This design comes from an exercise in tuning for small area, a short achievable clock period and few clock cycles per item on the open sky130 flow, not from production work.
At most, simulation tests tie the RTL to the original design; equivalence was not proved.
Function not checked in run 3: the RTL went through the layout flow alone.
Power is estimated from default activity; no workload was simulated.

===== config.mk =====
export PLATFORM = sky130hd
export DESIGN_NAME = r_type_core
export DESIGN_NICKNAME = r_type_core
export VERILOG_FILES = /design/flow/design.v
export SDC_FILE = /design/flow/constraint.sdc
export NUM_CORES = 4
export LEC_CHECK = 0
export CAP_MARGIN = 20
export CORE_MARGIN = 2
export CORE_UTILIZATION = 55
export SETUP_SLACK_MARGIN = 2
export SLEW_MARGIN = 20
export SYNTH_HIERARCHICAL = 1

===== constraint.sdc =====
create_clock -name core_clock -period 6.0 [get_ports {clk}]
set_input_delay 1.2000 -clock core_clock [delete_from_list [all_inputs] [get_ports {clk}]]
set_output_delay 1.2000 -clock core_clock [all_outputs]
set_load 0.01 [all_outputs]

===== design.v =====
package rv32_pkg;
   localparam int XLEN = 32;
   localparam int NREG = 32;
   localparam logic [6:0] OPC_RTYPE = 7'b0110011;
   localparam logic [6:0] F7_BASE   = 7'h00;
   localparam logic [6:0] F7_ALT    = 7'h20;
   localparam logic [2:0] F3_ADD_SUB = 3'd0;
   localparam logic [2:0] F3_SLL     = 3'd1;
   localparam logic [2:0] F3_SLT     = 3'd2;
   localparam logic [2:0] F3_SLTU    = 3'd3;
   localparam logic [2:0] F3_XOR     = 3'd4;
   localparam logic [2:0] F3_SRL_SRA = 3'd5;
   localparam logic [2:0] F3_OR      = 3'd6;
   localparam logic [2:0] F3_AND     = 3'd7;
   localparam int ALU_ADD  = 0;    
   localparam int ALU_SLL  = 1;
   localparam int ALU_SLT  = 2;
   localparam int ALU_SLTU = 3;
   localparam int ALU_XOR  = 4;
   localparam int ALU_SRL  = 5;    
   localparam int ALU_OR   = 6;
   localparam int ALU_AND  = 7;
   typedef enum logic [1:0] {
      IDLE = 2'd0,
      READ = 2'd1,
      EXEC = 2'd2,
      WB   = 2'd3
   } issue_state_t;
   typedef struct packed {
      logic [6:0] funct7;
      logic [4:0] rs2;
      logic [4:0] rs1;
      logic [2:0] funct3;
      logic [4:0] rd;
      logic [6:0] opcode;
   } rtype_fields_t;
   function automatic logic is_legal_rtype(input rtype_fields_t f);
      is_legal_rtype = (f.opcode == OPC_RTYPE) &&
             ((f.funct7 == F7_BASE) ||
              ((f.funct7 == F7_ALT) &&
               ((f.funct3 == F3_ADD_SUB) || (f.funct3 == F3_SRL_SRA))));
   endfunction
endpackage
module rv32_regfile (
   input  logic        clk,
   input  logic        rst_n,
   input  logic        we,
   input  logic [4:0]  waddr,
   input  logic [31:0] wdata,
   input  logic [31:1] rsel_a,
   output logic [31:0] rdata_a,
   input  logic [31:1] rsel_b,
   output logic [31:0] rdata_b
);
   logic [31:0] mem [1:31];
   logic [991:0] flat;
   always_ff @(posedge clk) begin
      for (int i = 1; i < 32; i++) begin
         if (!rst_n || (we && (waddr == 5'(i)))) mem[i] <= wdata;
      end
   end
   always_comb begin
      for (int i = 1; i < 32; i++) flat[32*(i-1) +: 32] = mem[i];
   end
   rf_rdport u_port_a (.sel(rsel_a), .regs(flat), .data(rdata_a));
   rf_rdport u_port_b (.sel(rsel_b), .regs(flat), .data(rdata_b));
endmodule
module rf_rdport (
   input  logic [31:1]  sel,
   input  logic [991:0] regs,     
   output logic [31:0]  data
);
   for (genvar b = 0; b < 32; b++) begin : g_bit
      logic [31:1] col;
      for (genvar i = 1; i < 32; i++) begin : g_col
         assign col[i] = regs[32*(i-1) + b];
      end
      rf_rdbit u_bit (.sel(sel), .d(col), .q(data[b]));
   end
endmodule
module rf_rdbit (
   input  logic [31:1] sel,
   input  logic [31:1] d,
   output logic        q
);
   logic [3:0] p2;    
   logic [1:0] n3;    
   rf_or8  u_g0 (.s(sel[8:1]),   .d(d[8:1]),   .y(p2[0]));
   rf_or8  u_g1 (.s(sel[16:9]),  .d(d[16:9]),  .y(p2[1]));
   rf_or8  u_g2 (.s(sel[24:17]), .d(d[24:17]), .y(p2[2]));
   rf_or7  u_g3 (.s(sel[31:25]), .d(d[31:25]), .y(p2[3]));
   rf_nor2  u_l3a (.a(p2[0]), .b(p2[1]), .y(n3[0]));
   rf_nor2  u_l3b (.a(p2[2]), .b(p2[3]), .y(n3[1]));
   rf_nand2 u_l4  (.a(n3[0]), .b(n3[1]), .y(q));
endmodule
module rf_or8 (input logic [7:0] s, d, output logic y);
   assign y = |(s & d);
endmodule
module rf_or7 (input logic [6:0] s, d, output logic y);
   assign y = |(s & d);
endmodule
module rf_nand2 (input logic a, b, output logic y);
   assign y = !(a && b);
endmodule
module rf_nor2 (input logic a, b, output logic y);
   assign y = !(a || b);
endmodule
module r_type_alu (
   input  logic [7:0]  sel,       
   input  logic        sub,       
   input  logic        sra,       
   input  logic [31:0] in1,
   input  logic [31:0] in2,
   output logic [31:0] out
);
   logic [31:0] b, p, g, c, sum;
   logic        cout, ltu, lt;
   logic [31:0] sh_in, sh_r, sh_l;
   assign b = in2 ^ {32{sub}};
   assign p = in1 ^ b;
   assign g = in1 & b;
   always_comb begin
      logic [31:0] G, P, Gn, Pn;
      G = g;
      P = p;
      G[0] = g[0] | (p[0] & sub);
      for (int d = 1; d < 32; d = d * 2) begin
         Gn = G;
         Pn = P;
         for (int i = d; i < 32; i++) begin
            Gn[i] = G[i] | (P[i] & G[i-d]);
            Pn[i] = P[i] & P[i-d];
         end
         G = Gn;
         P = Pn;
      end
      c    = {G[30:0], sub};
      cout = G[31];
   end
   assign sum = p ^ c;
   assign ltu = !cout;
   assign lt  = (in1[31] ^ in2[31]) ? in1[31] : sum[31];
   always_comb begin
      for (int i = 0; i < 32; i++) sh_in[i] = sel[rv32_pkg::ALU_SLL] ? in1[31-i] : in1[i];
   end
   assign sh_r = 32'($signed({sra && in1[31], sh_in}) >>> in2[4:0]);
   always_comb begin
      for (int i = 0; i < 32; i++) sh_l[i] = sh_r[31-i];
   end
   assign out = ({32{sel[rv32_pkg::ALU_ADD]}}  & sum)
              | ({32{sel[rv32_pkg::ALU_SLL]}}  & sh_l)
              | ({32{sel[rv32_pkg::ALU_SRL]}}  & sh_r)
              | ({32{sel[rv32_pkg::ALU_XOR]}}  & p)
              | ({32{sel[rv32_pkg::ALU_OR]}}   & (p | g))
              | ({32{sel[rv32_pkg::ALU_AND]}}  & g)
              | {31'd0, (sel[rv32_pkg::ALU_SLT] && lt) || (sel[rv32_pkg::ALU_SLTU] && ltu)};
endmodule
module r_type_issue (
   input  logic        clk,
   input  logic        rst_n,
   input  logic        instr_valid,
   input  logic [31:0] instr,
   output logic        instr_ready,
   input  logic        ld_valid,
   input  logic [4:0]  ld_addr,
   input  logic [31:0] ld_data,
   output logic [7:0]  alu_sel,
   output logic        alu_sub,
   output logic        alu_sra,
   output logic [31:0] alu_in1,
   output logic [31:0] alu_in2,
   input  logic [31:0] alu_out,
   output logic        rf_we,
   output logic [4:0]  rf_waddr,
   output logic [31:0] rf_wdata,
   output logic [31:1] rf_rsel_a,
   output logic [31:1] rf_rsel_b,
   input  logic [31:0] rf_rdata_a,
   input  logic [31:0] rf_rdata_b,
   output logic        wb_valid,
   output logic [4:0]  wb_rd,
   output logic [31:0] wb_data,
   output logic        illegal,
   input  logic [4:0]  dbg_addr,
   output logic [31:0] dbg_data
);
   logic        acc_i, acc_l;
   logic        fwd_a_nx, fwd_b_nx;
   logic        rd_i, rd_l, rd_legal, rd_alt, fwd_a, fwd_b;
   logic [4:0]  rd_dst;
   logic [2:0]  rd_f3;
   logic [31:1] rs1_oh, rs2_oh;    
   logic [31:0] ld_q;
   logic        ex_i, ex_l, ex_legal, ex_sub, ex_sra;
   logic [4:0]  ex_dst;
   logic [7:0]  ex_sel;
   logic [31:0] op_a, op_b;
   logic        wb_v, ill_v;
   logic [4:0]  rd_q;
   logic [31:0] res_q;
   assign instr_ready = rst_n && !ex_l;
   assign acc_i = instr_ready && instr_valid;
   assign acc_l = instr_ready && ld_valid && !instr_valid;
   assign fwd_a_nx = acc_i && ((rd_i && rd_legal) || rd_l) && (rd_dst != 5'd0) &&
                     (rd_dst == instr[19:15]);
   assign fwd_b_nx = acc_i && ((rd_i && rd_legal) || rd_l) && (rd_dst != 5'd0) &&
                     (rd_dst == instr[24:20]);
   always_ff @(posedge clk) begin
      rd_i     <= acc_i;
      rd_l     <= acc_l;
      rd_legal <= rv32_pkg::is_legal_rtype(instr);
      rd_dst   <= acc_l ? ld_addr : instr[11:7];
      rd_f3    <= instr[14:12];
      rd_alt   <= instr[30];
      fwd_a    <= fwd_a_nx;
      fwd_b    <= fwd_b_nx;
      for (int i = 1; i < 32; i++) begin
         rs1_oh[i] <= acc_i && !fwd_a_nx && (instr[19:15] == 5'(i));
         rs2_oh[i] <= acc_i && !fwd_b_nx && (instr[24:20] == 5'(i));
      end
      ld_q     <= ld_data;
      ex_legal <= rd_legal;
      ex_dst   <= rd_dst;
      for (int k = 0; k < 8; k++) ex_sel[k] <= rd_l ? (k == rv32_pkg::ALU_OR) : (rd_f3 == 3'(k));
      ex_sub   <= !rd_l && (((rd_f3 == 3'd0) && rd_alt) || (rd_f3 == 3'd2) || (rd_f3 == 3'd3));
      ex_sra   <= rd_alt;
      op_a     <= rf_rdata_a | ({32{fwd_a}} & alu_out) | ({32{rd_l}} & ld_q);
      op_b     <= rf_rdata_b | ({32{fwd_b}} & alu_out);
      rd_q     <= ex_dst;
      res_q    <= alu_out;
   end
   always_ff @(posedge clk) begin
      if (!rst_n) begin
         ex_i  <= 1'b0;
         ex_l  <= 1'b0;
         wb_v  <= 1'b0;
         ill_v <= 1'b0;
      end else begin
         ex_i  <= rd_i;
         ex_l  <= rd_l;
         wb_v  <= ex_i && ex_legal;
         ill_v <= ex_i && !ex_legal;
      end
   end
   rf_asel u_asel (
      .rs1_oh   (rs1_oh),
      .dbg_en   (!rd_i && !rd_l),
      .dbg_addr (dbg_addr),
      .sel      (rf_rsel_a)
   );
   assign rf_rsel_b  = rs2_oh;
   assign rf_we      = (ex_i && ex_legal) || ex_l;
   assign rf_waddr   = ex_dst;
   assign rf_wdata   = alu_out;
   assign alu_sel    = rst_n ? ex_sel : 8'd0;
   assign alu_sub    = ex_sub;
   assign alu_sra    = ex_sra;
   assign alu_in1    = op_a;
   assign alu_in2    = op_b;
   assign wb_valid   = rst_n && wb_v;
   assign illegal    = rst_n && ill_v;
   assign wb_rd      = rd_q;
   assign wb_data    = res_q;
   assign dbg_data   = rf_rdata_a;
endmodule
module rf_asel (
   input  logic [31:1] rs1_oh,
   input  logic        dbg_en,
   input  logic [4:0]  dbg_addr,
   output logic [31:1] sel
);
   logic [3:0] lo;
   logic [7:0] hi;
   always_comb begin
      for (int j = 0; j < 4; j++) lo[j] = (dbg_addr[1:0] == 2'(j));
      for (int k = 0; k < 8; k++) hi[k] = dbg_en && (dbg_addr[4:2] == 3'(k));
      for (int i = 1; i < 32; i++) sel[i] = rs1_oh[i] || (lo[i % 4] && hi[i / 4]);
   end
endmodule
module r_type_core (
   input  logic        clk,
   input  logic        rst_n,
   input  logic        instr_valid,
   input  logic [31:0] instr,
   output logic        instr_ready,
   input  logic        ld_valid,
   input  logic [4:0]  ld_addr,
   input  logic [31:0] ld_data,
   output logic        wb_valid,
   output logic [4:0]  wb_rd,
   output logic [31:0] wb_data,
   output logic        illegal,
   input  logic [4:0]  dbg_addr,
   output logic [31:0] dbg_data
);
   logic [7:0]  alu_sel;
   logic        alu_sub, alu_sra;
   logic [31:0] alu_in1, alu_in2, alu_out;
   logic        rf_we;
   logic [4:0]  rf_waddr;
   logic [31:0] rf_wdata, rf_rdata_a, rf_rdata_b;
   logic [31:1] rf_rsel_a, rf_rsel_b;
   r_type_issue u_issue (
      .clk         (clk),
      .rst_n       (rst_n),
      .instr_valid (instr_valid),
      .instr       (instr),
      .instr_ready (instr_ready),
      .ld_valid    (ld_valid),
      .ld_addr     (ld_addr),
      .ld_data     (ld_data),
      .alu_sel     (alu_sel),
      .alu_sub     (alu_sub),
      .alu_sra     (alu_sra),
      .alu_in1     (alu_in1),
      .alu_in2     (alu_in2),
      .alu_out     (alu_out),
      .rf_we       (rf_we),
      .rf_waddr    (rf_waddr),
      .rf_wdata    (rf_wdata),
      .rf_rsel_a   (rf_rsel_a),
      .rf_rsel_b   (rf_rsel_b),
      .rf_rdata_a  (rf_rdata_a),
      .rf_rdata_b  (rf_rdata_b),
      .wb_valid    (wb_valid),
      .wb_rd       (wb_rd),
      .wb_data     (wb_data),
      .illegal     (illegal),
      .dbg_addr    (dbg_addr),
      .dbg_data    (dbg_data)
   );
   rv32_regfile u_regfile (
      .clk     (clk),
      .rst_n   (rst_n),
      .we      (rf_we),
      .waddr   (rf_waddr),
      .wdata   (rf_wdata),
      .rsel_a  (rf_rsel_a),
      .rdata_a (rf_rdata_a),
      .rsel_b  (rf_rsel_b),
      .rdata_b (rf_rdata_b)
   );
   r_type_alu u_alu (
      .sel    (alu_sel),
      .sub    (alu_sub),
      .sra    (alu_sra),
      .in1    (alu_in1),
      .in2    (alu_in2),
      .out    (alu_out)
   );
endmodule

===== run.sh =====
#!/bin/bash
# synth_recipe.tcl (not shown) runs the flow's synth.tcl, then flattens the netlist and writes it again
# the make line also repeats each setting of config.mk as NAME=value (left out here)
make -C /OpenROAD-flow-scripts/flow DESIGN_CONFIG=/design/flow/config.mk WORK_HOME=/design/flow/orfs CLKGATE_MAP_FILE= SYNTH_SCRIPT=/design/flow/synth_recipe.tcl finish

==> results.py, run 1 <==
metrics = {
    "detailed_routing": {
        "num_vias": 43218,
        "wl_mm": 211,
        "first_pass_iters": 10,
        "avgRoutedWirePerCell_um": 36.4,
        "drt_first_iter_violations": 7559,
        "remaining_drc_errors": 0,
        "vias_per_cell": 7.46,
        "drtAntennaViolNets": 0,
    },
    "critical_path": {
        "crit_family": "buffers and inverters",
        "r2r_cells": 26,
        "r2r_start": "u_issue.rd_i",
        "cp-end-kind": "flip-flop",
        "cp.arrival_ps": 5200,
        "worstPathRequired_ps": 6560,
        "critPathBufInv": 17,
        "crit_type": "in -> reg",
        "r2r-end": "u_issue.op_a[3]",
        "worstPathCellList": "buf_6, buf_6, nand4_1, buf_6, o21bai_4, a222oi_1, nand3_2, nor2_4, nand2_2, buf_6, buf_4, buf_4, buf_4, buf_4, buf_4, buf_4, buf_4, buf_4, buf_6, buf_4, buf_4, buf_4, buf_4, a221o_1",
        "crit_top_cell": "buf_4",
        "critPathLaunchType": "input pin",
        "crit_path_top_delay_cell": "a222oi_1",
        "cp_max_fo": 8,
        "rrSetupSlack_ps": 1460,
        "max_stage_delay_ps": 620,
    },
    "floorplan": {
        "ios": 150,
        "dieArea_um2": 99500,
        "start_util": 0.553,
        "die-height_um": 315,
        "row_count": 114,
        "fp.dieW_um": 315,
        "coreArea_um2": 96400,
    },
    "logic_synthesis": {
        "yosys_warnings": 11,
        "syn_area_per_cell_um2": 13.5,
        "ys_ff_latch": 1221,
        "synth_edf_count": 992,
        "synth.distinct_cells": 89,
        "synth_flop_cell": "edfxtp_1",
        "synth_async_sr_flop_share": 0,
        "synthXorXnorAreaFrac": 0.00969,
        "yosysTopAreaCell": "edfxtp_1",
        "netlist.area_leader.share": 0.558,
        "ys_seq_area_frac": 0.644,
        "syn_nets": 4083,
        "synth_area_leaders": "edfxtp_1, a22oi_1, dfxtp_1, nand4_1, mux4_2",
        "synth_area_um2": 53300,
        "yosysMostFrequentCell": "edfxtp_1",
        "synth_top_family_by_area": "compound AO/OA/AOI/OAI gates",
        "synth_adder_area_share": 0.0156,
        "synth_common_cells": "edfxtp_1, a22oi_1, dfxtp_1",
        "netlist_instances": 3940,
        "synthMuxAreaShare": 0.0295,
        "synth_compound_area_frac": 0.195,
        "synthSimpleGateAreaFrac": 0.0821,
    },
    "power": {
        "netSwitchingFraction": 0.297,
        "combPwrFrac": 0.192,
        "clkPwrFrac": 0.315,
        "p_int_w": 0.0173,
        "p_per_area_nw_per_um2": 378,
        "seqPwrFrac": 0.493,
        "peakVddDrop_uv": 313,
        "p_leak_nw": 23.5,
        "p_sw_w": 0.00732,
    },
    "cts": {
        "cts_tree": "built",
        "clockRootBuffer": "clkbuf_16",
        "htree_levels": 3,
        "cts.sinks": 1221,
        "cts_buffers": 119,
        "cts_max_path_buffers": 3,
        "clkSlewWorstSetupHoldPaths_ps": 60,
        "clock_latency_ps": 760,
    },
    "min_path": {
        "hp-start": "u_issue.rd_alt",
        "min_path_type": "reg -> reg",
        "whs_endpoint": "u_issue.ex_sra",
        "hold_depth": 0,
    },
    "sta": {
        "fin_worst_skew_ps": 89.1,
        "timing.final.max_slew_violations": 0,
        "finalHoldWorstSlack_ps": 381,
        "min_period_over_period": 0.774,
        "rsz0062_at_grt": "yes",
        "layout_min_cycle_time_ps": 4640,
        "worst_slew_pin_slew_ps": 1080,
        "slew_headroom": 0.280,
        "tns_ps": 0,
        "setup_viol_count_final": 0,
        "hold_violations": 0,
        "max_clock_freq_ghz": 0.215,
        "layout_setup_ws_ps": 1360,
    },
    "final_layout": {
        "layout.cells.non_filler": 5791,
        "fin_area_um2": 65100,
        "layout-drive-gt1-share": 0.205,
        "fillers": 6872,
        "fin_nets": 4554,
        "area_growth_pct": 22.1,
    },
    "grt": {
        "grt_max_degree": 42,
        "grt_pass1_wl_mm": 293,
        "overflow": 0,
        "antenna_found_initial": 3,
        "grt_pass1_vias": 40811,
        "grt_use_total": 0.413,
    },
    "run": {
        "maxCapViolCount": 0,
    },
    "run_status": {
        "status": "finished clean",
    },
    "placed_design": {
        "routabilityCongestion": 0.995,
        "placed_area_um2": 57900,
        "io_buffer_count": 149,
        "hpwl_mm": 126,
        "dp_cells": 5389,
        "place_ws_ps": 291,
    },
}
-- routing by layer --
metal,global-route usage,vias to the layer above,share of wire
met5,0,-,0.00010
met2,0.618,3819,0.44
met3,0.113,675,0.14
li1,-,17341,-
met1,0.549,21379,0.36
met4,0.231,4,0.065
-- layout by cell type, fill, tap and decap left out, types with 29 or more instances in the layout --
| master | Yosys | final |
|---|---|---|
| nand3_1 | 84 | 83 |
| a22oi_1 | 903 | 859 |
| nand4_1 | 210 | 210 |
| clkbuf_16 | 0 | 124 |
| xor2_1 | 45 | 38 |
| clkdlybuf4s50_1 | 0 | 111 |
| nor3_1 | 65 | 62 |
| a221o_1 | 43 | 42 |
| mux4_2 | 39 | 39 |
| edfxtp_1 | 992 | 992 |
| o21ai_0 | 92 | 54 |
| a21oi_1 | 71 | 68 |
| nand2_1 | 181 | 151 |
| a21o_1 | 65 | 61 |
| clkbuf_1 | 62 | 29 |
| inv_1 | 91 | 91 |
| buf_4 | 68 | 235 |
| nor2_1 | 191 | 144 |
| buf_12 | 0 | 58 |
| buf_6 | 8 | 81 |
| a22oi_2 | 0 | 44 |
| o21ai_4 | 0 | 31 |
| ha_1 | 64 | 55 |
| a222oi_1 | 64 | 64 |
| dfxtp_1 | 229 | 224 |
-- Yosys stat by module (local to each module, per instance), excerpt --
module,cells inside,cell area (um^2),times used,flip-flops and latches
r_type_alu,893,6440,1,0
r_type_issue,549,6830,1,229
rf_asel,48,375,1,0
rf_nand2,1,3.75,64,0
rf_nor2,1,3.75,128,0
rf_or7,4,30.0,64,0
rf_or8,5,36.3,192,0
rv32_regfile,1042,30100,1,992
-- cells by family after synthesis --
| group | after synthesis |
|---|---|
| AOI/OAI and AO/OA | 1388 |
| DFF | 1221 |
| and+or+nand+nor | 850 |
| buffers and inverters | 257 |
| muxes | 99 |
| adders and majority gates | 66 |
| xor gates and xnor gates | 59 |
-- state kept, by name, summed over array words and instances, names as in the netlist, 3 cells and up --
| name | count |
|---|---|
| u_issue.ex_sel | 8 |
| u_issue.ex_dst | 5 |
| u_issue.op_a | 32 |
| u_regfile.mem | 992 |
| u_issue.rd_f3 | 3 |
| u_issue.rs2_oh | 31 |
| u_issue.res_q | 32 |
| u_issue.op_b | 32 |
| u_issue.rd_q | 5 |
| u_issue.rd_dst | 5 |
| u_issue.rs1_oh | 31 |
| u_issue.ld_q | 32 |
-- layout make-up --
type | instances | area, um^2 | area share
sequential | 1221 | 34400 | 0.528
multi-input combinational | 2469 | 19400 | 0.297
timing repair buffer | 506 | 5360 | 0.0822
clock buffer | 174 | 3490 | 0.0535
tap | 1276 | 1600 | 0.0245
clock inverter | 50 | 599 | 0.00920
inverter | 94 | 353 | 0.00542
antenna | 1 | 2.50 | 0.0000384
-- how the worst max path moves through the flow --
| stage | start | end | slack (ps) | depth (start not counted) |
|---|---|---|---|---|
| global placement | dbg_addr[1] | dbg_data[3] | 330 | 8 |
| floorplan | dbg_addr[1] | dbg_data[0] | 2020 | 8 |
| CTS | dbg_addr[2] | dbg_data[3] | 1460 | 13 |
| finish | dbg_addr[2] | u_issue.op_a[3] | 1360 | 24 |
| global route | dbg_addr[2] | u_issue.op_a[3] | 1320 | 27 |
| detailed placement | dbg_addr[1] | dbg_data[3] | 290 | 8 |
-- power by group through the flow --
stage	logic, W	clock network (W)	registers [W]
after floorplan	0.00228	0	0.0119
after global placement	0.00401	0	0.0121
after detailed placement	0.00407	0	0.0122
after CTS	0.00443	0.00777	0.0121
after global routing	0.00489	0.00811	0.0123
final	0.00472	0.00776	0.0122
-- metrics by stage --
stage          utilization  power (W)
6_report             0.676     0.0246
5_1_grt              0.676     0.0253
4_1_cts              0.668     0.0243
3_5_place_dp         0.600     0.0163
3_3_place_gp         0.600     0.0161
2_1_floorplan            -     0.0142
-- what timing repair did --
action,in CTS,in global routing
cloned,19,0
pin swaps,140,101
setup endpoints to repair,1014,667
hold buffers,0,0
gates resized for setup,393,119
setup buffers,125,33
Testbench counts, summed over its fixed seeds: cycles 4,048, items 4,000.
==> run 2, diff against run 1 <==
--- a/config.mk
+++ b/config.mk
@@ -9,3 +9,3 @@
 export CORE_MARGIN = 2
-export CORE_UTILIZATION = 55
+export CORE_UTILIZATION = 40
 export SETUP_SLACK_MARGIN = 2
==> results.py, run 2 <==
metrics = {
    "final_layout": {
        "layout.cells.non_filler": 6185,
        "layout-drive-gt1-share": 0.208,
        "fin_nets": 4461,
        "area_growth_pct": 23.4,
        "layout_common_cells": "edfxtp_1, a22oi_1, dfxtp_1",
        "largest_reg_flops": 992,
        "top_register": "u_regfile.mem",
        "layout_commonest_cell": "edfxtp_1",
        "fin_area_um2": 65800,
    },
    "grt": {
        "grt_max_degree": 47,
        "antenna_found_initial": 8,
        "met2_usage": 0.459,
        "grt_use_total": 0.302,
        "globalRouteMet1Util": 0.384,
        "overflow": 0,
        "met3_usage": 0.100,
        "grt_pass1_vias": 40456,
        "top_usage_layer": "met2",
        "grt_pass1_wl_mm": 294,
    },
    "critical_path": {
        "worstPathCellList": "buf_8, nor2b_4, a21o_4, buf_12, buf_16, a22oi_1, nand4_1, nor2_4, nand2_4, buf_6",
        "critPathLaunchType": "input pin",
        "worstPathRequired_ps": 4800,
        "endpoint": "dbg_data[3]",
        "r2r-end": "u_issue.op_a[20]",
        "cp_max_fo": 11,
        "r2r_start": "u_issue.ex_sel[1]",
        "crit_start": "dbg_addr[0]",
        "crit_type": "in -> out",
        "max_stage_delay_ps": 280,
        "rrSetupSlack_ps": 2030,
        "crit_path_top_delay_cell": "a21o_4",
        "cp.arrival_ps": 3120,
        "r2r_cells": 10,
        "cp-end-kind": "primary output",
    },
    "logic_synthesis": {
        "synth.distinct_cells": 89,
        "yosysMostFrequentCell": "edfxtp_1",
        "synth_flop_cell": "edfxtp_1",
        "yosys_warnings": 11,
        "synth_compound_area_frac": 0.195,
        "synth_common_cells": "edfxtp_1, a22oi_1, dfxtp_1",
        "netlist.area_leader.share": 0.558,
        "ys_seq_area_frac": 0.644,
        "synth_async_sr_flop_share": 0,
        "synthMuxAreaShare": 0.0295,
        "synth_edf_count": 992,
        "synth_top_family_by_area": "compound AO/OA/AOI/OAI gates",
        "synthSimpleGateAreaFrac": 0.0821,
        "synth_area_leaders": "edfxtp_1, a22oi_1, dfxtp_1, nand4_1, mux4_2",
        "syn_nets": 4083,
        "synth_area_um2": 53300,
        "synthXorXnorAreaFrac": 0.00969,
        "ys_ff_latch": 1221,
        "yosysTopAreaCell": "edfxtp_1",
        "synth_adder_area_share": 0.0156,
        "syn_area_per_cell_um2": 13.5,
        "netlist_instances": 3940,
    },
    "power": {
        "netSwitchingFraction": 0.297,
        "p_sw_w": 0.00734,
        "p_leak_nw": 23.2,
        "p_int_w": 0.0174,
        "p_per_area_nw_per_um2": 376,
        "seqPwrFrac": 0.492,
        "combPwrFrac": 0.179,
        "clkPwrFrac": 0.330,
        "peakVddDrop_uv": 182,
    },
    "sta": {
        "layout_min_cycle_time_ps": 4320,
        "setup_viol_count_final": 0,
        "slew_headroom": 0.137,
        "finalHoldWorstSlack_ps": 376,
        "fin_worst_skew_ps": 37.6,
        "hold_violations": 0,
        "worst_slew_pin_slew_ps": 1290,
        "rsz0062_at_grt": "yes",
        "min_period_over_period": 0.721,
        "timing.final.max_slew_violations": 0,
        "max_clock_freq_ghz": 0.231,
        "tns_ps": 0,
    },
    "run_status": {
        "status": "finished clean",
    },
    "cts": {
        "cts.sinks": 1221,
        "clock_latency_ps": 780,
        "hold_buffers": 0,
        "clockRootBuffer": "clkbuf_16",
        "htree_levels": 4,
        "clkSlewWorstSetupHoldPaths_ps": 60,
        "cts_tree": "built",
        "cts_buffers": 133,
        "cts_max_path_buffers": 3,
    },
    "detailed_routing": {
        "drt_first_iter_violations": 7503,
        "avgRoutedWirePerCell_um": 35.1,
        "first_pass_iters": 10,
        "drtAntennaViolNets": 0,
        "vias_per_cell": 6.95,
        "remaining_drc_errors": 0,
        "num_vias": 43004,
        "wl_mm": 217,
    },
    "floorplan": {
        "start_util": 0.404,
        "fp.dieW_um": 369,
        "row_count": 133,
        "die-height_um": 369,
        "ios": 150,
        "dieArea_um2": 136000,
        "coreArea_um2": 132000,
    },
    "placed_design": {
        "placed_area_um2": 58200,
        "routabilityCongestion": 0.940,
        "io_buffer_count": 149,
        "dp_cells": 5838,
        "hpwl_mm": 122,
    },
    "min_path": {
        "min_path_type": "reg -> reg",
        "hp-start": "u_issue.rd_alt",
    },
    "run": {
        "maxCapViolCount": 0,
    },
}
==> run 2: cells by family (layout without fill, tap and decap cells) <==
family / count (synthesis) / after routing
DFF: 1221 / 1221
xor gates and xnor gates: 59 / 59
other: 0 / 5
and+or+nand+nor: 850 / 852
AOI/OAI and AO/OA: 1388 / 1388
buffers and inverters: 257 / 740
adders and majority gates: 66 / 66
muxes: 99 / 99
==> run 2: layout make-up <==
class,instances,area [um^2]
sequential,1221,34400
antenna,5,12.5
multi-input combinational,2464,19800
fill,11110,66100
clock buffer,189,3810
tap,1755,2200
clock inverter,53,494
timing repair buffer,404,4740
inverter,94,353
==> run 2: per-module statistics from Yosys (local to each module, per instance), a selection <==
module / copies in the design / cell area [um^2] / flip-flops and latches
r_type_issue: 1 / 6830 / 229
rf_nand2: 64 / 3.75 / 0
r_type_alu: 1 / 6440 / 0
rv32_regfile: 1 / 30100 / 992
rf_asel: 1 / 375 / 0
rf_or8: 192 / 36.3 / 0
rf_or7: 64 / 30.0 / 0
rf_nor2: 128 / 3.75 / 0
==> run 2: critical path, delay by kind of cell <==
| family | cells | cell delay [ps] |
|---|---|---|
| AO/OA/AOI/OAI | 2 | 550 |
| AND/OR/NAND/NOR | 4 | 790 |
| buffers and inverters | 4 | 570 |
==> run 2: how the worst min path moves through the flow <==
| stage | cells past startpoint | slack [ps] | to |
|---|---|---|---|
| after CTS | 0 | 370 | u_issue.ex_sra |
| after global placement | 0 | 360 | u_issue.ex_sra |
| final | 0 | 380 | u_issue.ex_sra |
| after floorplan | 0 | 330 | u_issue.ex_sra |
| after detailed placement | 0 | 360 | u_issue.ex_sra |
| after global routing | 0 | 380 | u_issue.ex_sra |
==> run 2: power by group through the flow <==
stage	logic, W	registers (W)	clock network, W
global route	0.00462	0.0123	0.00855
detailed placement	0.00397	0.0122	0
floorplan	0.00228	0.0119	0
finish	0.00443	0.0122	0.00816
CTS	0.00421	0.0121	0.00822
global placement	0.00395	0.0122	0
==> run 2: metal layers <==
metal	vias up	share of wire
met4	6	0.060
met1	21322	0.36
met3	828	0.15
met2	3662	0.44
met5	-	0.00020
li1	17186	-
==> run 2: through the flow <==
stage	power, W	utilization	setup slack [ps]
finish	0.0248	0.499	1680
global route	0.0255	0.499	1690
CTS	0.0245	0.489	1790
detailed placement	0.0162	0.441	454
global placement	0.0161	0.441	449
floorplan	0.0142	-	2020
==> run 2: what timing repair did <==
| item | CTS | global route |
|---|---|---|
| resized for setup | 473 | 158 |
| endpoints found under the hold margin | 0 | 0 |
| setup buffers | 41 | 24 |
| gates cloned | 20 | 15 |
| setup endpoints to repair | 547 | 366 |
| pin swaps | 141 | 170 |
==> run 3, diff against run 2 <==
--- a/design.v
+++ b/design.v
@@ -52,3 +52,3 @@
    input  logic [31:1] rsel_b,
-   output logic [31:0] rdata_b
+   output logic [31:0] rdata_b_n     
 );
@@ -65,3 +65,3 @@
    rf_rdport u_port_a (.sel(rsel_a), .regs(flat), .data(rdata_a));
-   rf_rdport u_port_b (.sel(rsel_b), .regs(flat), .data(rdata_b));
+   rf_rdport_n u_port_b (.sel(rsel_b), .regs(flat), .data_n(rdata_b_n));
 endmodule
@@ -80,2 +80,32 @@
 endmodule
+module rf_rdport_n (
+   input  logic [31:1]  sel,
+   input  logic [991:0] regs,
+   output logic [31:0]  data_n
+);
+   for (genvar b = 0; b < 32; b++) begin : g_bit
+      logic [31:1] col;
+      for (genvar i = 1; i < 32; i++) begin : g_col
+         assign col[i] = regs[32*(i-1) + b];
+      end
+      rf_rdbit_n u_bit (.sel(sel), .d(col), .q_n(data_n[b]));
+   end
+endmodule
+module rf_rdbit_n (
+   input  logic [31:1] sel,
+   input  logic [31:1] d,
+   output logic        q_n
+);
+   logic [10:0] n1;    
+   logic [2:0]  p2;    
+   for (genvar k = 0; k < 10; k++) begin : g_l1
+      rf_aoi222 u (.a1(sel[3*k+1]), .a2(d[3*k+1]), .b1(sel[3*k+2]), .b2(d[3*k+2]),
+                   .c1(sel[3*k+3]), .c2(d[3*k+3]), .y(n1[k]));
+   end
+   rf_nand2 u_l1_last (.a(sel[31]), .b(d[31]), .y(n1[10]));
+   rf_nand4 u_l2a (.a(n1[0]), .b(n1[1]), .c(n1[2]), .d(n1[3]), .y(p2[0]));
+   rf_nand4 u_l2b (.a(n1[4]), .b(n1[5]), .c(n1[6]), .d(n1[7]), .y(p2[1]));
+   rf_nand3 u_l2c (.a(n1[8]), .b(n1[9]), .c(n1[10]), .y(p2[2]));
+   rf_nor3  u_l3  (.a(p2[0]), .b(p2[1]), .c(p2[2]), .y(q_n));
+endmodule
 module rf_rdbit (
@@ -99,3 +129,23 @@
 module rf_or7 (input logic [6:0] s, d, output logic y);
-   assign y = |(s & d);
+   logic [3:0] n;
+   rf_aoi22 u_a (.a1(s[0]), .a2(d[0]), .b1(s[1]), .b2(d[1]), .y(n[0]));
+   rf_aoi22 u_b (.a1(s[2]), .a2(d[2]), .b1(s[3]), .b2(d[3]), .y(n[1]));
+   rf_aoi22 u_c (.a1(s[4]), .a2(d[4]), .b1(s[5]), .b2(d[5]), .y(n[2]));
+   rf_nand2 u_d (.a(s[6]), .b(d[6]), .y(n[3]));
+   rf_nand4 u_e (.a(n[0]), .b(n[1]), .c(n[2]), .d(n[3]), .y(y));
+endmodule
+module rf_aoi22 (input logic a1, a2, b1, b2, output logic y);
+   assign y = !((a1 && a2) || (b1 && b2));
+endmodule
+module rf_aoi222 (input logic a1, a2, b1, b2, c1, c2, output logic y);
+   assign y = !((a1 && a2) || (b1 && b2) || (c1 && c2));
+endmodule
+module rf_nand4 (input logic a, b, c, d, output logic y);
+   assign y = !(a && b && c && d);
+endmodule
+module rf_nand3 (input logic a, b, c, output logic y);
+   assign y = !(a && b && c);
+endmodule
+module rf_nor3 (input logic a, b, c, output logic y);
+   assign y = !(a || b || c);
 endmodule
@@ -178,3 +228,3 @@
    input  logic [31:0] rf_rdata_a,
-   input  logic [31:0] rf_rdata_b,
+   input  logic [31:0] rf_rdata_b_n,
    output logic        wb_valid,
@@ -191,3 +241,5 @@
    logic [2:0]  rd_f3;
-   logic [31:1] rs1_oh, rs2_oh;    
+   logic [4:0]  rs1, rs2;
+   logic        rs1_en, rs2_en;    
+   logic        rd_idle;           
    logic [31:0] ld_q;
@@ -216,6 +268,7 @@
       fwd_b    <= fwd_b_nx;
-      for (int i = 1; i < 32; i++) begin
-         rs1_oh[i] <= acc_i && !fwd_a_nx && (instr[19:15] == 5'(i));
-         rs2_oh[i] <= acc_i && !fwd_b_nx && (instr[24:20] == 5'(i));
-      end
+      rs1      <= instr[19:15];
+      rs2      <= instr[24:20];
+      rs1_en   <= acc_i && !fwd_a_nx;
+      rd_idle  <= !acc_i && !acc_l;
+      rs2_en   <= acc_i && !fwd_b_nx;
       ld_q     <= ld_data;
@@ -227,3 +280,3 @@
       op_a     <= rf_rdata_a | ({32{fwd_a}} & alu_out) | ({32{rd_l}} & ld_q);
-      op_b     <= rf_rdata_b | ({32{fwd_b}} & alu_out);
+      op_b     <= ~rf_rdata_b_n | ({32{fwd_b}} & alu_out);
       rd_q     <= ex_dst;
@@ -245,4 +298,5 @@
    rf_asel u_asel (
-      .rs1_oh   (rs1_oh),
-      .dbg_en   (!rd_i && !rd_l),
+      .rs1      (rs1),
+      .rs1_en   (rs1_en),
+      .dbg_en   (rd_idle),
       .dbg_addr (dbg_addr),
@@ -250,3 +304,7 @@
    );
-   assign rf_rsel_b  = rs2_oh;
+   rf_bsel u_bsel (
+      .rs2      (rs2),
+      .rs2_en   (rs2_en),
+      .sel      (rf_rsel_b)
+   );
    assign rf_we      = (ex_i && ex_legal) || ex_l;
@@ -266,3 +324,4 @@
 module rf_asel (
-   input  logic [31:1] rs1_oh,
+   input  logic [4:0]  rs1,
+   input  logic        rs1_en,
    input  logic        dbg_en,
@@ -271,2 +330,27 @@
 );
+   logic [3:0] r_lo, d_lo;
+   logic [7:0] r_hi, d_hi;
+   rf_dec2e u_r_lo (.a(rs1[1:0]),      .en(rs1_en), .y(r_lo));
+   rf_dec2e u_d_lo (.a(dbg_addr[1:0]), .en(dbg_en), .y(d_lo));
+   rf_dec3  u_r_hi (.a(rs1[4:2]),      .y(r_hi));
+   rf_dec3  u_d_hi (.a(dbg_addr[4:2]), .y(d_hi));
+   for (genvar i = 1; i < 32; i++) begin : g_sel
+      rf_ao22 u (.a1(r_lo[i % 4]), .a2(r_hi[i / 4]), .b1(d_lo[i % 4]), .b2(d_hi[i / 4]),
+                 .y(sel[i]));
+   end
+endmodule
+module rf_dec2e (input logic [1:0] a, input logic en, output logic [3:0] y);
+   always_comb for (int j = 0; j < 4; j++) y[j] = en && (a == 2'(j));
+endmodule
+module rf_dec3 (input logic [2:0] a, output logic [7:0] y);
+   always_comb for (int k = 0; k < 8; k++) y[k] = (a == 3'(k));
+endmodule
+module rf_ao22 (input logic a1, a2, b1, b2, output logic y);
+   assign y = (a1 && a2) || (b1 && b2);
+endmodule
+module rf_bsel (
+   input  logic [4:0]  rs2,
+   input  logic        rs2_en,
+   output logic [31:1] sel
+);
    logic [3:0] lo;
@@ -274,5 +358,5 @@
    always_comb begin
-      for (int j = 0; j < 4; j++) lo[j] = (dbg_addr[1:0] == 2'(j));
-      for (int k = 0; k < 8; k++) hi[k] = dbg_en && (dbg_addr[4:2] == 3'(k));
-      for (int i = 1; i < 32; i++) sel[i] = rs1_oh[i] || (lo[i % 4] && hi[i / 4]);
+      for (int j = 0; j < 4; j++) lo[j] = (rs2[1:0] == 2'(j));
+      for (int k = 0; k < 8; k++) hi[k] = rs2_en && (rs2[4:2] == 3'(k));
+      for (int i = 1; i < 32; i++) sel[i] = lo[i % 4] && hi[i / 4];
    end
@@ -300,3 +384,3 @@
    logic [4:0]  rf_waddr;
-   logic [31:0] rf_wdata, rf_rdata_a, rf_rdata_b;
+   logic [31:0] rf_wdata, rf_rdata_a, rf_rdata_b_n;
    logic [31:1] rf_rsel_a, rf_rsel_b;
@@ -323,3 +407,3 @@
       .rf_rdata_a  (rf_rdata_a),
-      .rf_rdata_b  (rf_rdata_b),
+      .rf_rdata_b_n(rf_rdata_b_n),
       .wb_valid    (wb_valid),
@@ -340,3 +424,3 @@
       .rsel_b  (rf_rsel_b),
-      .rdata_b (rf_rdata_b)
+      .rdata_b_n (rf_rdata_b_n)
    );
--- a/config.mk
+++ b/config.mk
@@ -10,2 +10,5 @@
 export CORE_UTILIZATION = 40
+export CTS_BUF_LIST = sky130_fd_sc_hd__clkbuf_16
+export CTS_CLUSTER_DIAMETER = 60
+export CTS_CLUSTER_SIZE = 24
 export SETUP_SLACK_MARGIN = 2
==> results.py, run 3 <==
metrics = {
    "power": {
        "seqPwrFrac": 0.508,
        "clkPwrFrac": 0.310,
        "netSwitchingFraction": 0.309,
        "combPwrFrac": 0.181,
        "p_leak_nw": 21.9,
        "peakVddDrop_uv": 247,
        "p_int_w": 0.0154,
        "p_per_area_nw_per_um2": 353,
        "p_sw_w": 0.00691,
    },
    "logic_synthesis": {
        "yosys_warnings": 13,
        "yosysTopAreaCell": "edfxtp_1",
        "yosysMostFrequentCell": "edfxtp_1",
        "syn_area_per_cell_um2": 14.2,
        "synth_common_cells": "edfxtp_1, a22oi_1, a222oi_1",
        "synth_async_sr_flop_share": 0,
        "synth_flop_cell": "edfxtp_1",
        "synth_area_leaders": "edfxtp_1, dfxtp_1, a222oi_1, a22oi_1, nand4_1",
        "syn_nets": 3800,
        "ys_seq_area_frac": 0.644,
        "synth_edf_count": 992,
        "ys_ff_latch": 1172,
        "netlist.area_leader.share": 0.575,
        "netlist_instances": 3657,
        "synth_area_um2": 51800,
        "synth.distinct_cells": 85,
    },
    "placed_design": {
        "routabilityCongestion": 0.964,
        "place_ws_ps": 592,
        "hpwl_mm": 124,
        "io_buffer_count": 149,
    },
    "run": {
        "maxCapViolCount": 0,
    },
    "critical_path": {
        "worstPathRequired_ps": 4800,
        "cp-end-kind": "primary output",
        "rrSetupSlack_ps": 2090,
        "r2r_start": "u_issue.ex_sub",
        "crit_type": "in -> out",
        "cp.arrival_ps": 3290,
        "endpoint": "dbg_data[26]",
        "crit_start": "dbg_addr[0]",
        "cp_max_fo": 6,
        "r2r_cells": 12,
        "r2r-end": "u_issue.op_a[0]",
        "critPathLaunchType": "input pin",
    },
    "grt": {
        "grt_pass1_vias": 38191,
        "grt_use_total": 0.298,
        "antenna_found_initial": 2,
        "grt_max_degree": 42,
        "grt_pass1_wl_mm": 284,
        "overflow": 0,
    },
    "detailed_routing": {
        "first_pass_iters": 9,
        "num_vias": 40966,
        "drtAntennaViolNets": 0,
        "avgRoutedWirePerCell_um": 34.9,
        "vias_per_cell": 6.97,
        "drt_first_iter_violations": 8856,
        "wl_mm": 205,
        "remaining_drc_errors": 0,
    },
    "final_layout": {
        "layout_commonest_cell": "edfxtp_1",
        "area_growth_pct": 22.2,
        "fin_nets": 4193,
        "layout_common_cells": "edfxtp_1, a22oi_1, a222oi_1",
        "largest_reg_flops": 992,
        "layout-drive-gt1-share": 0.245,
        "top_register": "u_regfile.mem",
    },
    "sta": {
        "fin_worst_skew_ps": 39.8,
        "max_clock_freq_ghz": 0.223,
        "min_period_over_period": 0.748,
        "finalHoldWorstSlack_ps": 364,
        "worst_slew_pin_slew_ps": 1100,
        "slew_headroom": 0.269,
        "timing.final.max_slew_violations": 0,
        "tns_ps": 0,
        "rsz0062_at_grt": "yes",
        "layout_min_cycle_time_ps": 4490,
        "layout_setup_ws_ps": 1510,
        "hold_violations": 0,
        "setup_viol_count_final": 0,
    },
    "cts": {
        "cts_max_path_buffers": 3,
        "hold_buffers": 0,
        "htree_levels": 3,
        "clock_latency_ps": 740,
        "cts_buffers": 100,
        "clockRootBuffer": "clkbuf_16",
        "cts.sinks": 1172,
        "cts_tree": "built",
        "clkSlewWorstSetupHoldPaths_ps": 90,
    },
    "floorplan": {
        "dieArea_um2": 133000,
        "coreArea_um2": 129000,
        "die-height_um": 364,
        "fp.dieW_um": 364,
        "row_count": 132,
        "start_util": 0.402,
        "ios": 150,
    },
    "min_path": {
        "min_path_type": "reg -> reg",
        "hold_depth": 0,
    },
    "run_status": {
        "status": "finished clean",
    },
}
==> run 3: cell count changes after synthesis, sizes merged, moves of 49 or more <==
cell,before,now
a222oi,64,320
a21o,66,9
nand2,181,274
nor2,191,139
dfxtp,229,180
a22oi,903,486
==> run 3: logic make-up after synthesis <==
| family | after synthesis | share of synthesized area |
|---|---|---|
| AO/OA/AOI/OAI | 1200 | 0.195 |
| flip-flops | 1172 | 0.644 |
| AND/OR/NAND/NOR | 822 | 0.0830 |
| buffers and inverters | 244 | 0.0230 |
| multiplexers | 90 | 0.0285 |
| adder cells (fa/ha/maj) | 65 | 0.0158 |
| XOR/XNOR | 64 | 0.0108 |
==> run 3: final cells by class <==
class	instances	area [um^2]
inverter	91	345
clock inverter	87	1040
timing repair buffer	442	4850
sequential	1172	33400
tap	1742	2180
clock buffer	101	2530
multi-input combinational	2243	19000
antenna	1	2.50
fill	10894	65700
==> run 3: timing repair <==
| item | in CTS | in global routing |
|---|---|---|
| resized for setup | 406 | 115 |
| setup endpoints to repair | 719 | 389 |
| pin swaps | 168 | 94 |
| gates cloned | 19 | 4 |
| setup buffers | 70 | 40 |
==> run 3: worst min-delay path by stage <==
stage | start | to | slack, ps
6_report | u_issue.rd_legal | u_issue.ex_legal | 360
5_1_grt | u_issue.rd_legal | u_issue.ex_legal | 370
4_1_cts | u_issue.rd_legal | u_issue.ex_legal | 370
3_5_place_dp | u_issue.rd_legal | u_issue.ex_legal | 350
3_3_place_gp | u_issue.rd_legal | u_issue.ex_legal | 350
2_1_floorplan | u_issue.rd_alt | u_issue.ex_sra | 330
==> run 3: per-stage QoR <==
step                      cells  total power, W  utilization  area (um^2)
final                      5879          0.0224        0.491        63300
after global routing       5878          0.0230        0.491        63300
after CTS                  5834          0.0221        0.484        62400
after detailed placement   5557          0.0150        0.441        56900
after global placement     5557          0.0150        0.441        56800
after floorplan            3657          0.0132            -        51900
==> run 3: layer usage <==
layer  wire, um  GRT usage  vias up
li1           -          -    16459
met1      73000      0.384    20311
met2      93100      0.469     3495
met3      27000     0.0715      699
met4      12100      0.150        2
met5         13          0        -
==> run 3: critical path, cell delays in order <==
cell	delay (ps)
buf_8	100
and3b_2	240
buf_6	130
buf_6	110
a22o_4	300
buf_12	190
buf_6	120
a22oi_2	150
nand4_1	180
nor2_4	310
nand2_4	120
buf_6	130
==> run 3: power groups by stage <==
stage	combinational, W	clock [W]	sequential, W
after global placement	0.00355	0	0.0114
after floorplan	0.00207	0	0.0112
after CTS	0.00378	0.00701	0.0113
after detailed placement	0.00356	0	0.0114
final	0.00406	0.00693	0.0114
after global routing	0.00425	0.00733	0.0114
==> run 3: modules after synthesis (local to each module, per instance), excerpt <==
module	times used	cells inside	flops+latches	area [um^2]
rf_nand2	96	1	0	3.75
rf_nor2	64	1	0	3.75
rf_bsel	1	46	0	230
rf_nor3	32	1	0	10.0
rf_nand3	32	1	0	5.00
rf_nand4	96	1	0	6.26
rf_aoi22	96	1	0	12.5
rf_dec3	2	8	0	65.1
rf_or8	96	5	0	36.3
r_type_issue	1	424	180	5190
rv32_regfile	1	1042	992	30100
rf_dec2e	2	4	0	37.5
rf_aoi222	320	1	0	10.0
r_type_alu	1	874	0	6300
==> run 4, diff against run 3 <==
--- a/design.v
+++ b/design.v
@@ -129,11 +129,3 @@
 module rf_or7 (input logic [6:0] s, d, output logic y);
-   logic [3:0] n;
-   rf_aoi22 u_a (.a1(s[0]), .a2(d[0]), .b1(s[1]), .b2(d[1]), .y(n[0]));
-   rf_aoi22 u_b (.a1(s[2]), .a2(d[2]), .b1(s[3]), .b2(d[3]), .y(n[1]));
-   rf_aoi22 u_c (.a1(s[4]), .a2(d[4]), .b1(s[5]), .b2(d[5]), .y(n[2]));
-   rf_nand2 u_d (.a(s[6]), .b(d[6]), .y(n[3]));
-   rf_nand4 u_e (.a(n[0]), .b(n[1]), .c(n[2]), .d(n[3]), .y(y));
-endmodule
-module rf_aoi22 (input logic a1, a2, b1, b2, output logic y);
-   assign y = !((a1 && a2) || (b1 && b2));
+   assign y = |(s & d);
 endmodule
==> results.py, run 4 <==
metrics = {
    "critical_path": {
        "critPathBufInv": 4,
        "r2r_start": "u_issue.rs1[1]",
        "max_stage_delay_ps": 320,
        "cp_max_fo": 8,
        "rrSetupSlack_ps": 1730,
        "crit_top_cell": "buf_6",
        "crit_path_top_delay_cell": "a22o_4",
        "critPathLaunchType": "input pin",
        "worstPathRequired_ps": 4800,
        "cp-end-kind": "primary output",
        "r2r_cells": 23,
        "endpoint": "dbg_data[5]",
        "r2r-end": "u_issue.op_a[4]",
        "crit_family": "simple AND/OR/NAND/NOR gates",
        "cp.arrival_ps": 3240,
        "crit_start": "dbg_addr[0]",
        "worstPathCellList": "buf_12, and3b_2, buf_6, a22o_4, buf_6, a22oi_1, nand4_1, nor2_4, nand2_4, dlygate4sd2_1",
        "worstSetupPathDepth": 10,
        "crit_type": "in -> out",
    },
    "logic_synthesis": {
        "syn_area_per_cell_um2": 14.1,
        "yosysTopAreaCell": "edfxtp_1",
        "synth.distinct_cells": 90,
        "synth_async_sr_flop_share": 0,
        "ys_ff_latch": 1172,
        "synth_flop_cell": "edfxtp_1",
        "synth_common_cells": "edfxtp_1, a22oi_1, a222oi_1",
        "ys_seq_area_frac": 0.652,
        "netlist.area_leader.share": 0.581,
        "yosysMostFrequentCell": "edfxtp_1",
        "netlist_instances": 3633,
        "yosys_warnings": 13,
        "synth_area_um2": 51200,
        "synth_edf_count": 992,
        "syn_nets": 3776,
        "synth_area_leaders": "edfxtp_1, dfxtp_1, a222oi_1, a22oi_1, nand4_1",
    },
    "final_layout": {
        "layout.cells.non_filler": 5807,
        "largest_reg_flops": 992,
        "layout_common_cells": "edfxtp_1, a22oi_1, a222oi_1",
        "finalCoreUtilization": 0.493,
        "area_growth_pct": 22.6,
        "layout_commonest_cell": "edfxtp_1",
        "layout-drive-gt1-share": 0.225,
        "top_register": "u_regfile.mem",
        "fin_nets": 4211,
    },
    "floorplan": {
        "coreArea_um2": 127000,
        "die-height_um": 362,
        "dieArea_um2": 131000,
        "ios": 150,
        "row_count": 131,
        "start_util": 0.402,
        "fp.dieW_um": 362,
    },
    "grt": {
        "grt_pass1_wl_mm": 300,
        "antenna_found_initial": 11,
        "grt_max_degree": 46,
        "grt_pass1_vias": 39322,
        "overflow": 0,
        "grt_use_total": 0.322,
    },
    "detailed_routing": {
        "avgRoutedWirePerCell_um": 38.2,
        "first_pass_iters": 14,
        "drtAntennaViolNets": 0,
        "routed.top_layer": "met5",
        "met1_length_mm": 80.1,
        "drt_first_iter_violations": 10545,
        "vias_per_cell": 7.30,
        "num_vias": 42389,
        "remaining_drc_errors": 0,
        "wl_met3_mm": 37.3,
        "dr_wl_met2_mm": 90.4,
        "wl_mm": 222,
    },
    "sta": {
        "slew_headroom": 0.233,
        "max_clock_freq_ghz": 0.225,
        "hold_violations": 0,
        "tns_ps": 0,
        "worst_slew_pin_slew_ps": 1150,
        "rsz0062_at_grt": "yes",
        "timing.final.max_slew_violations": 0,
        "fin_worst_skew_ps": 54.2,
        "setup_viol_count_final": 0,
        "layout_min_cycle_time_ps": 4440,
        "min_period_over_period": 0.740,
    },
    "power": {
        "peakVddDrop_uv": 309,
        "p_leak_nw": 22.1,
        "p_per_area_nw_per_um2": 351,
    },
    "placed_design": {
        "dp_cells": 5475,
        "routabilityCongestion": 0.972,
        "hpwl_mm": 130,
        "io_buffer_count": 149,
    },
    "cts": {
        "clock_latency_ps": 750,
        "cts.sinks": 1172,
        "htree_levels": 3,
        "cts_tree": "built",
        "clockRootBuffer": "clkbuf_16",
        "cts_buffers": 88,
        "cts_max_path_buffers": 3,
        "clkSlewWorstSetupHoldPaths_ps": 80,
    },
    "run_status": {
        "status": "finished clean",
    },
    "min_path": {
        "min_path_type": "reg -> reg",
    },
    "run": {
        "maxCapViolCount": 0,
    },
}
[run 4: stage by stage]
step	instance area (um^2)	hold slack, ps	setup WS, ps	power [W]
after floorplan	51300	331	1860	0.0130
after global routing	62800	374	1560	0.0226
final	62800	369	1560	0.0220
after global placement	56400	343	419	0.0148
after CTS	61700	364	1570	0.0216
after detailed placement	56400	348	370	0.0148
[run 4: layer usage]
metal | global-route usage | vias to the layer above
li1 | - | 16536
met4 | 0.159 | 8
met3 | 0.129 | 772
met1 | 0.430 | 20820
met5 | 0 | -
met2 | 0.453 | 4253
[run 4: worst reg2reg max path, delay by kind of cell, from the launching register on]
| family | cells | cell delay, ps |
|---|---|---|
| AO/OA/AOI/OAI | 3 | 1030 |
| buffers and inverters | 16 | 1830 |
| flip-flops | 1 | 430 |
| AND/OR/NAND/NOR | 4 | 810 |
[run 4: cell type report]
cell class,count,area (um^2)
Sequential cell,1172,33400
Timing Repair Buffer,482,5000
Clock buffer,90,2250
Antenna cell,4,10.0
Inverter,85,327
Multi-Input combinational cell,2239,18800
Clock inverter,73,957
Tap cell,1662,2080
Fill cell,10685,64600
[run 4: worst min-delay path by stage]
stage	start	cells after the start	slack, ps	end
2_1_floorplan	u_issue.rd_alt	0	330	u_issue.ex_sra
3_3_place_gp	u_issue.rd_legal	0	340	u_issue.ex_legal
3_5_place_dp	u_issue.rd_legal	0	350	u_issue.ex_legal
4_1_cts	u_issue.rd_legal	0	360	u_issue.ex_legal
5_1_grt	u_issue.rd_legal	0	370	u_issue.ex_legal
6_report	u_issue.rd_legal	0	370	u_issue.ex_legal
[run 4: modules after synthesis (local to each module, per instance), a selection]
module | cell area (um^2) | flip-flops and latches
rf_dec2e | 37.5 | 0
rf_nand3 | 5.00 | 0
r_type_alu | 6250 | 0
r_type_issue | 5190 | 180
rf_bsel | 230 | 0
rf_or8 | 36.3 | 0
[run 4: cell families after synthesis]
kind of cell,count (synthesis),share of synthesized area
xor gates and xnor gates,65,0.0111
buffers and inverters,234,0.0224
DFF,1172,0.652
AOI/OAI and AO/OA,1196,0.188
muxes,92,0.0278
and+or+nand+nor,809,0.0826
adders and majority gates,65,0.0160
[run 4: power breakdown]
| group | switching [W] | total, W | internal, W |
|---|---|---|---|
| sequential | 0.000836 | 0.0112 | 0.0104 |
| combinational | 0.00278 | 0.00431 | 0.00153 |
| clock | 0.00337 | 0.00652 | 0.00315 |
| total | 0.00699 | 0.0220 | 0.0151 |
[run 4: timing repair]
action                                  in CTS  in global routing
gates resized for setup                    334                162
endpoints found under the setup margin     640                566
hold buffers                                 0                  0
pin swaps                                  107                105
cloned                                      18                  5
buffers inserted                           103                 38
Testbench counts of run 4, summed over its fixed seeds: cycles 4,048, items 4,000.
==> run 5, diff against run 4 <==
--- a/config.mk
+++ b/config.mk
@@ -11,4 +11,4 @@
 export CTS_BUF_LIST = sky130_fd_sc_hd__clkbuf_16
-export CTS_CLUSTER_DIAMETER = 60
-export CTS_CLUSTER_SIZE = 24
+export CTS_CLUSTER_DIAMETER = 150
+export CTS_CLUSTER_SIZE = 28
 export SETUP_SLACK_MARGIN = 2
==> results.py, run 5 <==
metrics = {
    "grt": {
        "grt_pass1_wl_mm": 295,
        "overflow": 0,
        "grt_use_total": 0.316,
        "antenna_found_initial": 6,
        "grt_max_degree": 46,
        "grt_pass1_vias": 38382,
    },
    "detailed_routing": {
        "drtAntennaViolNets": 0,
        "wl_mm": 217,
        "vias_per_cell": 7.29,
        "avgRoutedWirePerCell_um": 38.1,
        "num_vias": 41587,
        "remaining_drc_errors": 0,
        "first_pass_iters": 14,
        "drt_first_iter_violations": 10191,
    },
    "critical_path": {
        "critPathLaunchType": "input pin",
        "r2r_start": "u_issue.rs1[0]",
        "cp.arrival_ps": 3340,
        "crit_path_top_delay_cell": "a22o_4",
        "crit_start": "dbg_addr[0]",
        "crit_type": "in -> out",
        "max_stage_delay_ps": 320,
        "cp_max_fo": 8,
        "cp-end-kind": "primary output",
        "crit_family": "simple AND/OR/NAND/NOR gates",
        "worstPathCellList": "buf_12, and3b_2, buf_12, a22o_4, buf_12, buf_4, a22oi_2, nand4_1, nor2_4, nand2_2, buf_6",
        "crit_top_cell": "buf_12",
        "critPathBufInv": 5,
        "r2r_cells": 23,
        "worstPathRequired_ps": 4800,
        "worstSetupPathDepth": 11,
    },
    "sta": {
        "fin_worst_skew_ps": 29.6,
        "layout_setup_ws_ps": 1460,
        "tns_ps": 0,
        "layout_min_cycle_time_ps": 4540,
        "max_clock_freq_ghz": 0.220,
        "rsz0062_at_grt": "yes",
        "worst_slew_pin_slew_ps": 1160,
        "slew_headroom": 0.224,
        "min_period_over_period": 0.756,
        "setup_viol_count_final": 0,
        "timing.final.max_slew_violations": 0,
        "hold_violations": 0,
    },
    "power": {
        "finalPower_w": 0.0194,
        "peakVddDrop_uv": 203,
        "p_leak_nw": 21.3,
        "p_per_area_nw_per_um2": 319,
    },
    "min_path": {
        "hold_depth": 0,
        "hp-start": "u_issue.rd_legal",
        "min_path_type": "reg -> reg",
    },
    "final_layout": {
        "layout-drive-gt1-share": 0.200,
        "layout_commonest_cell": "edfxtp_1",
        "fillers": 10860,
        "largest_reg_flops": 992,
        "layout.cells.non_filler": 5707,
        "finalCoreUtilization": 0.477,
        "top_register": "u_regfile.mem",
        "fin_nets": 4157,
        "area_growth_pct": 18.7,
        "layout_common_cells": "edfxtp_1, a22oi_1, a222oi_1",
    },
    "placed_design": {
        "io_buffer_count": 149,
        "dp_cells": 5475,
        "place_ws_ps": 370,
        "hpwl_mm": 130,
        "routabilityCongestion": 0.972,
    },
    "cts": {
        "cts_tree": "built",
        "clock_latency_ps": 700,
        "clkSlewWorstSetupHoldPaths_ps": 110,
        "cts.sinks": 1172,
        "cts_max_path_buffers": 3,
        "cts_buffers": 47,
        "clockRootBuffer": "clkbuf_16",
        "htree_levels": 2,
    },
    "logic_synthesis": {
        "yosysTopAreaCell": "edfxtp_1",
        "yosysMostFrequentCell": "edfxtp_1",
        "synth.distinct_cells": 90,
        "syn_nets": 3776,
        "synth_area_um2": 51200,
        "ys_ff_latch": 1172,
        "yosys_warnings": 13,
        "netlist_instances": 3633,
        "synth_area_leaders": "edfxtp_1, dfxtp_1, a222oi_1, a22oi_1, nand4_1",
        "synth_flop_cell": "edfxtp_1",
        "synth_common_cells": "edfxtp_1, a22oi_1, a222oi_1",
        "synth_async_sr_flop_share": 0,
        "synth_edf_count": 992,
        "ys_seq_area_frac": 0.652,
        "netlist.area_leader.share": 0.581,
        "syn_area_per_cell_um2": 14.1,
    },
    "run": {
        "maxCapViolCount": 0,
    },
    "run_status": {
        "status": "finished clean",
    },
    "floorplan": {
        "fp.dieW_um": 362,
        "coreArea_um2": 127000,
        "start_util": 0.402,
        "die-height_um": 362,
        "dieArea_um2": 131000,
        "ios": 150,
        "row_count": 131,
    },
}
-- run 5: cell count changes in the layout (fill, tap and decap cells not counted), moves of 4 or more --
| cell | before | now |
|---|---|---|
| inv_8 | 8 | 0 |
| nand2_2 | 21 | 17 |
| inv_1 | 85 | 106 |
| a22oi_1 | 428 | 422 |
| inv_6 | 14 | 1 |
| a22oi_2 | 25 | 31 |
| buf_4 | 242 | 237 |
| clkinv_8 | 14 | 0 |
| inv_16 | 6 | 1 |
| clkbuf_16 | 93 | 50 |
| inv_12 | 5 | 0 |
| buf_2 | 8 | 4 |
| clkinvlp_4 | 8 | 1 |
-- run 5: final timing paths --
path,slack [ps],endpoint
worst max-delay path,1460,dbg_data[11]
worst min-delay path,370,u_issue.ex_legal
worst max register to register,1500,u_issue.op_a[4]
worst min register to register,370,u_issue.ex_legal
-- run 5: timing repair --
action / 4_1_cts / 5_1_grt
gates cloned: 17 / 4
resized for setup: 349 / 141
setup buffers: 84 / 44
pin swaps: 136 / 114
hold buffers: 0 / 0
endpoints found under the setup margin: 643 / 472
-- run 5: metrics by stage --
| step | hold WS, ps | area [um^2] |
|---|---|---|
| 2_1_floorplan | 331 | 51300 |
| 3_3_place_gp | 343 | 56400 |
| 3_5_place_dp | 348 | 56400 |
| 4_1_cts | 365 | 59700 |
| 5_1_grt | 370 | 60800 |
| 6_report | 368 | 60800 |
-- run 5: modules after synthesis, one instance, submodules excluded, a selection --
module	cells	cell area [um^2]	flops+latches
rf_dec3	8	65.1	0
rf_nand4	1	6.26	0
rf_or7	4	30.0	0
rf_nor2	1	3.75	0
rf_nor3	1	10.0	0
rf_nand2	1	3.75	0
rf_aoi222	1	10.0	0
rf_nand3	1	5.00	0
rv32_regfile	1042	30100	992
rf_or8	5	36.3	0
r_type_issue	424	5190	180
rf_bsel	46	230	0
r_type_alu	882	6250	0
-- run 5: power breakdown --
group / internal (W) / leakage [nW] / switching, W / total (W)
registers: 0.0104 / 11.7 / 0.000840 / 0.0112
clock network: 0.00149 / 0.746 / 0.00248 / 0.00397
logic: 0.00146 / 8.87 / 0.00273 / 0.00419
total: 0.0133 / 21.3 / 0.00605 / 0.0194
-- run 5: cells by family (layout without fill, tap and decap cells) --
group,Yosys count,count (layout),share of synthesized area
compound gates,1196,1202,0.188
xor+xnor,65,65,0.0111
fa+ha+maj,65,65,0.0160
buf+inv,234,633,0.0224
flops,1172,1172,0.652
mux,92,92,0.0278
other cells,0,4,0
simple gates,809,812,0.0826
-- run 5: cell type report --
| cell class | instances | area, um^2 | area share |
|---|---|---|---|
| Tap cell | 1662 | 2080 | 0.0342 |
| Clock buffer | 47 | 1180 | 0.0193 |
| Inverter | 85 | 323 | 0.00531 |
| Sequential cell | 1172 | 33400 | 0.549 |
| Clock inverter | 29 | 156 | 0.00257 |
| Multi-Input combinational cell | 2236 | 18700 | 0.308 |
| Timing Repair Buffer | 472 | 4950 | 0.0814 |
| Antenna cell | 4 | 10.0 | 0.000165 |
-- run 5: metal layers --
layer | GRT usage | up-vias | routed length [um]
li1 | - | 16344 | -
met1 | 0.426 | 20535 | 79400
met2 | 0.450 | 4039 | 89700
met3 | 0.116 | 667 | 35400
met4 | 0.153 | 2 | 12800
met5 | 0.00407 | - | 71

[separate check: timing with driven ports]
In the flow no input, the clock included, has a driving cell. The finished layouts below were timed again as built, in two steps. Step 1 assumes that a clkbuf_16 drives the clock port and a buf_2 every other input. Step 2 adds t to the input delays and takes it off the output delays; t is the mean of the earliest and latest rising clock arrival at the registers after step 1. Input paths then give back, and output paths get back, about the clock's delay inside the block. Slacks: ideal / step 1 / step 2; pairs: ideal / step 1.
run | t (ns) | slack for setup (ns) | slew at the worst register clock pin (ns) | worst slew at a driven data input, ns
run 1 | 0.791 | 1.357 / 1.358 / 0.592 | 0.07 / 0.07 | 0.12
run 2 | 0.832 | 1.675 / 1.615 / 1.243 | 0.08 / 0.08 | 0.07
run 3 | 0.796 | 1.510 / 1.469 / 1.171 | 0.09 / 0.09 | 0.12
run 4 | 0.803 | 1.558 / 1.449 / 0.787 | 0.10 / 0.10 | 0.12
run 5 | 0.765 | 1.464 / 1.347 / 0.681 | 0.12 / 0.12 | 0.12
After both steps setup and hold are still met in every run listed. For run 5, which loses most, drivers alone change the setup slack by -0.117 ns; drivers and shift together by -0.783 ns.
